Context: an optimization exercise on an open-source flow, tuned for small area, a short achievable clock period and few clock cycles per item. The choices shown serve that exercise and are no tape-out recipe.
At most, simulation tests tie the RTL to the original design; equivalence was not proved.

Setup of quartz:
// matvec3
module matvec3
(
    input  logic               clk,
    input  logic               reset,
    input  logic               input_valid,
    output logic               input_ready,
    input  logic signed [13:0] input_data,
    output logic               output_valid,
    input  logic               output_ready,
    output logic signed [27:0] output_data
);
Settings: LEC_CHECK=0, ABC_AREA=1, CAP_MARGIN=20, CORE_MARGIN=2, CORE_UTILIZATION=40, CTS_BUF_LIST=sky130_fd_sc_hd__clkbuf_8, CTS_CLUSTER_SIZE=40, SETUP_SLACK_MARGIN=3.9, SLEW_MARGIN=20; clock period 7.0 ns.
standard.sh (not shown) runs the stock make flow with config.mk's settings and CLKGATE_MAP_FILE= SYNTH_SCRIPT=/design/flow/synth_recipe.tcl, a recipe that flattens the netlist after the stock synthesis.
==> flow/flow/run.sh <==
#!/bin/bash
# The standard layout (standard.sh) with two changes:
# - clock tree synthesis adds no dummy loads to balance the tree;
# - the port buffers are buf_1 cells.
set -o pipefail
export CTS_ARGS="-sink_clustering_enable -repair_clock_nets -sink_clustering_size 40 -buf_list sky130_fd_sc_hd__clkbuf_8 -dont_use_dummy_load"
export BUFFER_PORTS_ARGS="-buffer_cell sky130_fd_sc_hd__buf_1"
bash standard.sh > standard.log 2>&1
Testbench counts of quartz, summed over its fixed seeds: cycles 4,680, items 1,152.
Relative to quartz, the following input files were edited for garnet:
--- a/flow/config.mk
+++ b/flow/config.mk
@@ -13,3 +13,3 @@
 export CTS_CLUSTER_SIZE = 40
-export SETUP_SLACK_MARGIN = 3.9
+export SETUP_SLACK_MARGIN = 4.1
 export SLEW_MARGIN = 20
garnet ends up with a register fraction of the total cell area that is 0.83 points lower than in quartz.
Cell count, garnet vs quartz: up slightly
Comparing utilization for garnet and quartz, the smaller number came from quartz.
Total of cells resized after clock tree synthesis on garnet is up relative to quartz.
Going from quartz to garnet, global-route usage went up by 0.20 points, wire length of the first global-routing pass saw little to no change, post-layout worst setup margin saw an increase.
Relative to garnet, the following input files were edited for indigo:
--- a/flow/flow/run.sh
+++ b/flow/flow/run.sh
@@ -1,3 +1,6 @@
 #!/bin/bash
-# The standard layout (standard.sh) with two changes:
+# The standard layout (standard.sh) with three changes:
+# - synthesis skips the quick abc pass inside yosys's synth command
+#   (SYNTH_ARGS=-noabc), so the adder cells are extracted from the design's
+#   own full-adder logic; the registers are the standard synthesis's;
 # - clock tree synthesis adds no dummy loads to balance the tree;
@@ -5,2 +8,3 @@
 set -o pipefail
+export SYNTH_ARGS="-noabc"
 export CTS_ARGS="-sink_clustering_enable -repair_clock_nets -sink_clustering_size 40 -buf_list sky130_fd_sc_hd__clkbuf_8 -dont_use_dummy_load"
Notes after the runs:
- [compare] base=garnet new=indigo: post-route non-filler standard cell count fell 56; worst hold slack fell 0.022 ns; count of clock-buffer cells in the layout fell about 4%; ratio of cells with drive above 1 in the final layout rose 3.9 points.
- In indigo the overall die height turned out about 0.4% lower than in garnet.
- Taking garnet as the reference, in indigo register-to-register slack has remained practically unchanged, number of buffers and inverters on the critical path rose by 3, clock slew seen by the registers of the worst setup and hold paths held, wire length on met1 moved up.
## Diff of input files: maple against indigo
==> flow/flow/run.sh <==
#!/bin/bash
# The standard layout (standard.sh) with two changes:
# - clock tree synthesis adds no dummy loads to balance the tree;
# - the port buffers are buf_1 cells.
set -o pipefail
export CTS_ARGS="-sink_clustering_enable -repair_clock_nets -sink_clustering_size 40 -buf_list sky130_fd_sc_hd__clkbuf_8 -dont_use_dummy_load"
export BUFFER_PORTS_ARGS="-buffer_cell sky130_fd_sc_hd__buf_1"
export RECOVER_POWER=100
bash standard.sh > standard.log 2>&1
--- outcome ---
Run comparison: indigo path type of the worst setup path in2reg; maple path type of the worst setup path reg2reg. [flow] maple | stages: complete | final checks: fail | reason: capacitance limit, slew limit. maple: footprint of the multi-input gates is about 5% lower than what indigo reported. On share of synthesized cell area in and, or, nand and nor gates: maple sits above indigo. Placed standard-cell area, indigo and maple, lower one = indigo.

* * *

Another version of the RTL of matvec3 (not shown whole).
For scale: about 290 flip-flops, roughly 48 I/O pins, roughly 0.014 mm2 of cells after synthesis.
clock: 7.0 ns
lec_check: 0
abc_area: 1
cap_margin: 20
core_margin: 2
core_utilization: 40
setup_slack_margin: 3.8
slew_margin: 20
run.sh (not shown) runs the stock make flow with config.mk's settings and CLKGATE_MAP_FILE= SYNTH_SCRIPT=/design/flow/synth_recipe.tcl, a recipe that flattens the netlist after the stock synthesis.
Stock flow here: none of the scripts above is used.
The starting point finished clean.
Next try:
- CTS_BUF_LIST: unset -> sky130_fd_sc_hd__clkbuf_4
- CTS_CLUSTER_DIAMETER: unset -> 100
=>
- worst setup slack improved by 0.057 ns
- clock-buffer cell count went up by 60
- core utilization came out higher by 0.48 points
- sequential share of layout area goes down by 0.34 points
- global-route usage climbs by 0.47 points
- wire length goes up by 2.5%
Function was not checked in any run of this note: the RTL went through the layout flow alone.

* * *

Setup of xenon:
Another version of the RTL of matvec3 (not shown whole).
Size: about 1400 cells after synthesis, about 290 flip-flops, about 14000 sq um of cells after synthesis.
Settings: LEC_CHECK=0, ABC_AREA=1, CAP_MARGIN=20, CORE_MARGIN=2, CORE_UTILIZATION=40, CTS_BUF_LIST=sky130_fd_sc_hd__clkbuf_8, CTS_CLUSTER_SIZE=40, SETUP_SLACK_MARGIN=4.1, SLEW_MARGIN=20; clock period 7.0 ns.
standard.sh (not shown) runs the stock make flow with config.mk's settings and CLKGATE_MAP_FILE= SYNTH_SCRIPT=/design/flow/synth_recipe.tcl, a recipe that flattens the netlist after the stock synthesis.
==> flow/flow/run.sh <==
#!/bin/bash
# The standard layout (standard.sh) with three changes:
# - synthesis skips the quick abc pass inside yosys's synth command
#   (SYNTH_ARGS=-noabc), so the adder cells are extracted from the design's
#   own full-adder logic; the registers are the standard synthesis's;
# - clock tree synthesis adds no dummy loads to balance the tree;
# - the port buffers are buf_1 cells.
set -o pipefail
export SYNTH_ARGS="-noabc"
export CTS_ARGS="-sink_clustering_enable -repair_clock_nets -sink_clustering_size 40 -buf_list sky130_fd_sc_hd__clkbuf_8 -dont_use_dummy_load"
export BUFFER_PORTS_ARGS="-buffer_cell sky130_fd_sc_hd__buf_1"
bash standard.sh > standard.log 2>&1
xenon completed; timing, DRC and antenna clean
Testbench counts of xenon, summed over its fixed seeds: cycles 4,680, items 1,152.
### xenon -> harbor
Settings: SETUP_SLACK_MARGIN now 4.2, was 4.1.
==> flow/flow/run.sh <==
#!/bin/bash
# The standard layout (standard.sh) with two changes:
# - clock tree synthesis adds no dummy loads to balance the tree;
# - the port buffers are buf_1 cells.
set -o pipefail
export CTS_ARGS="-sink_clustering_enable -repair_clock_nets -sink_clustering_size 40 -buf_list sky130_fd_sc_hd__clkbuf_8 -dont_use_dummy_load"
export BUFFER_PORTS_ARGS="-buffer_cell sky130_fd_sc_hd__buf_1"
bash standard.sh > standard.log 2>&1
Notes after the runs:
- Sequential share of layout area delta for harbor relative to xenon: 0.82 points lower
- Going from xenon to harbor, the combined area of all synthesized cells was found to have gone up by 0.99%.
- In harbor, the synthesized cell count came out about 6% above the value in xenon.
- On clock insertion delay at the later pin of the skew report, harbor and xenon are neck and neck.
- harbor ended up with a higher floorplan die height than xenon did.
- Total I/O pin count came out exactly the same in harbor and xenon.
Relative to harbor, the following input files were edited for nickel:
Settings: swapping 4.2 for 4.05 in SETUP_SLACK_MARGIN.
Results
nickel against harbor: total length of routed met3 wires went down, final cell count went down. Number of enable-type register cells in the synthesized netlist came out exactly the same in nickel and harbor. Lower clock-buffer cell count goes to harbor over nickel. Routed wire length ended up about 7% lower on nickel than on harbor. On post-placement cell area, nickel and harbor are basically level. Side by side, largest fanout on the critical path turned out higher in nickel than in harbor. nickel vs. harbor: cell area decreased 4.5%.
Input-level comparison between ember and nickel:
Settings: SETUP_SLACK_MARGIN now 3.9, was 4.05.
--- outcome ---
Of nickel and ember, ember shows the lower minimum setup slack in the final design, with nickel above it.
STATUS worst hold-check slack: ember loses against nickel
Any difference in multi-input gate share of total cell area between ember and nickel is small enough to ignore.
nickel → ember: number of gates given a new drive strength after cts rose 6; non-filler instance count after layout closely matched the old numbers; first-pass GRT wire length fell about 1.7%; number of clock buffers inserted by TritonCTS has decreased.
Input changes introduced in amber (baseline for comparison: ember):
Settings: changing SETUP_SLACK_MARGIN from 3.9 to 4.1.
==> flow/run.sh (new file) <==
#!/bin/bash
# synth_recipe.tcl (not shown) runs the flow's synth.tcl, then flattens the netlist and writes it again
# the make line also repeats each setting of config.mk as NAME=value (left out here)
make -C /OpenROAD-flow-scripts/flow DESIGN_CONFIG=/design/flow/config.mk WORK_HOME=/design/flow/orfs CLKGATE_MAP_FILE= SYNTH_SCRIPT=/design/flow/synth_recipe.tcl finish
removed: flow/flow/run.sh
removed: flow/standard.sh
### Flow results
The number of buffers outside the clock class in the layout in amber is 1.07 times that in ember. Area of placed instances, ember and amber: larger value in amber. Diff ember and amber: final worst slack lower in ember. amber vs ember — routed length per instance climbed slightly. Of the two values seen for launching instance or port of the critical path, add_i.r2[13] was produced by amber and first_d by ember. Re number of distinct library cells after synthesis: no difference whatsoever between amber and ember. Higher portion of the layout cell area used by clock cells was reported by amber, not ember. Compared with ember, amber shows a higher clock buffer count in the final layout. Compared with ember, in amber detailed-route wire length increased by about 4% relative to the old numbers, global-route total usage across every layer increased by 0.50 points relative to the old numbers.
What cedar does differently from amber at the input level:
Settings: SETUP_SLACK_MARGIN: 4.1 -> 4.0.
==> flow/flow/run.sh (new file) <==
#!/bin/bash
# The standard layout (standard.sh) with three changes:
# - synthesis skips the quick abc pass inside yosys's synth command
#   (SYNTH_ARGS=-noabc), so the adder cells are extracted from the design's
#   own full-adder logic; the registers are the standard synthesis's;
# - clock tree synthesis adds no dummy loads to balance the tree;
# - the port buffers are buf_1 cells.
set -o pipefail
export SYNTH_ARGS="-noabc"
export CTS_ARGS="-sink_clustering_enable -repair_clock_nets -sink_clustering_size 40 -buf_list sky130_fd_sc_hd__clkbuf_8 -dont_use_dummy_load"
export BUFFER_PORTS_ARGS="-buffer_cell sky130_fd_sc_hd__buf_1"
bash standard.sh > standard.log 2>&1
==> flow/standard.sh (new file) <==
#!/bin/bash
# synth_recipe.tcl (not shown) runs the flow's synth.tcl, then flattens the netlist and writes it again
# the make line also repeats each setting of config.mk as NAME=value (left out here)
make -C /OpenROAD-flow-scripts/flow DESIGN_CONFIG=/design/flow/config.mk WORK_HOME=/design/flow/orfs CLKGATE_MAP_FILE= SYNTH_SCRIPT=/design/flow/synth_recipe.tcl "${@:-finish}"
removed: flow/run.sh
Notes after the runs:
cedar ended with every stage complete and zero timing, DRC or antenna violations.
On post-synthesis share of cell area spent on xor and xnor gates, cedar and amber are basically level.
amber → cedar: via count fell 303, starting utilization of the core area up 0.40 points.
Diff cedar and amber: average footprint of a synthesized cell lower in amber
Lower critical path data required time was reported by cedar, not amber.
Looking at total cell area at the placement stage across cedar and amber, the one that comes out higher is amber.
Taking amber as the reference point, the count of filler cells inserted in the layout of cedar falls by 0.77%.
NOTE routability congestion estimate from global placement amber->cedar increased slightly

## afterwards: timing with drivers on the ports
The results above use ideal ports. As a check the final layouts listed here were re-extracted and re-timed, cells and wires unchanged. Step 1 (the two cells are an assumption about what drives the block):
set clk [get_ports {clk}]
set_driving_cell -lib_cell sky130_fd_sc_hd__clkbuf_16 $clk
set_driving_cell -lib_cell sky130_fd_sc_hd__buf_2 [delete_from_list [all_inputs] $clk]
Step 2 times the ports against the registers' clock, not the clock port: input delays grow and output delays shrink by t, the midpoint of the rising clock arrivals with the driver on. Slacks: no drivers / after step 1 / after step 2; pairs: no drivers / after step 1.
run | t, ns | setup WS [ns] | worst hold slack (ns) | worst setup path after step 2 | latest minus earliest clock arrival (ns)
quartz | 0.584 | 3.965 / 3.965 / 3.610 | 0.303 / 0.303 / 0.303 | input to register | 0.065 / 0.065
garnet | 0.582 | 4.152 / 4.152 / 3.733 | 0.311 / 0.311 / 0.311 | input to register | 0.087 / 0.088
indigo | 0.599 | 4.096 / 4.105 / 3.506 | 0.289 / 0.289 / 0.289 | input to register | 0.068 / 0.068
maple | 0.582 | 2.981 / 2.981 / 2.834 | 0.311 / 0.311 / 0.311 | input to register | 0.090 / 0.090
the first run of note 2 | 0.589 | 3.753 / 3.753 / 3.337 | 0.321 / 0.321 / 0.321 | input to register | 0.013 / 0.013
the second run of note 2 | 0.722 | 3.810 / 3.779 / 3.334 | 0.288 / 0.288 / 0.288 | input to register | 0.061 / 0.061
xenon | 0.581 | 4.144 / 4.144 / 3.653 | 0.314 / 0.314 / 0.314 | input to register | 0.049 / 0.049
harbor | 0.585 | 4.099 / 4.099 / 3.795 | 0.312 / 0.312 / 0.312 | input to register | 0.060 / 0.060
nickel | 0.589 | 4.138 / 4.138 / 3.646 | 0.291 / 0.291 / 0.291 | input to register | 0.051 / 0.052
ember | 0.586 | 3.907 / 3.907 / 3.610 | 0.261 / 0.261 / 0.261 | input to register | 0.070 / 0.071
amber | 0.609 | 4.130 / 4.110 / 3.708 | 0.309 / 0.309 / 0.309 | input to register | 0.039 / 0.039
cedar | 0.585 | 4.097 / 4.097 / 3.657 | 0.285 / 0.285 / 0.285 | input to register | 0.062 / 0.062
The setup slack of indigo, which loses most, moves by +0.009 ns with the drivers and by -0.590 ns with both steps.
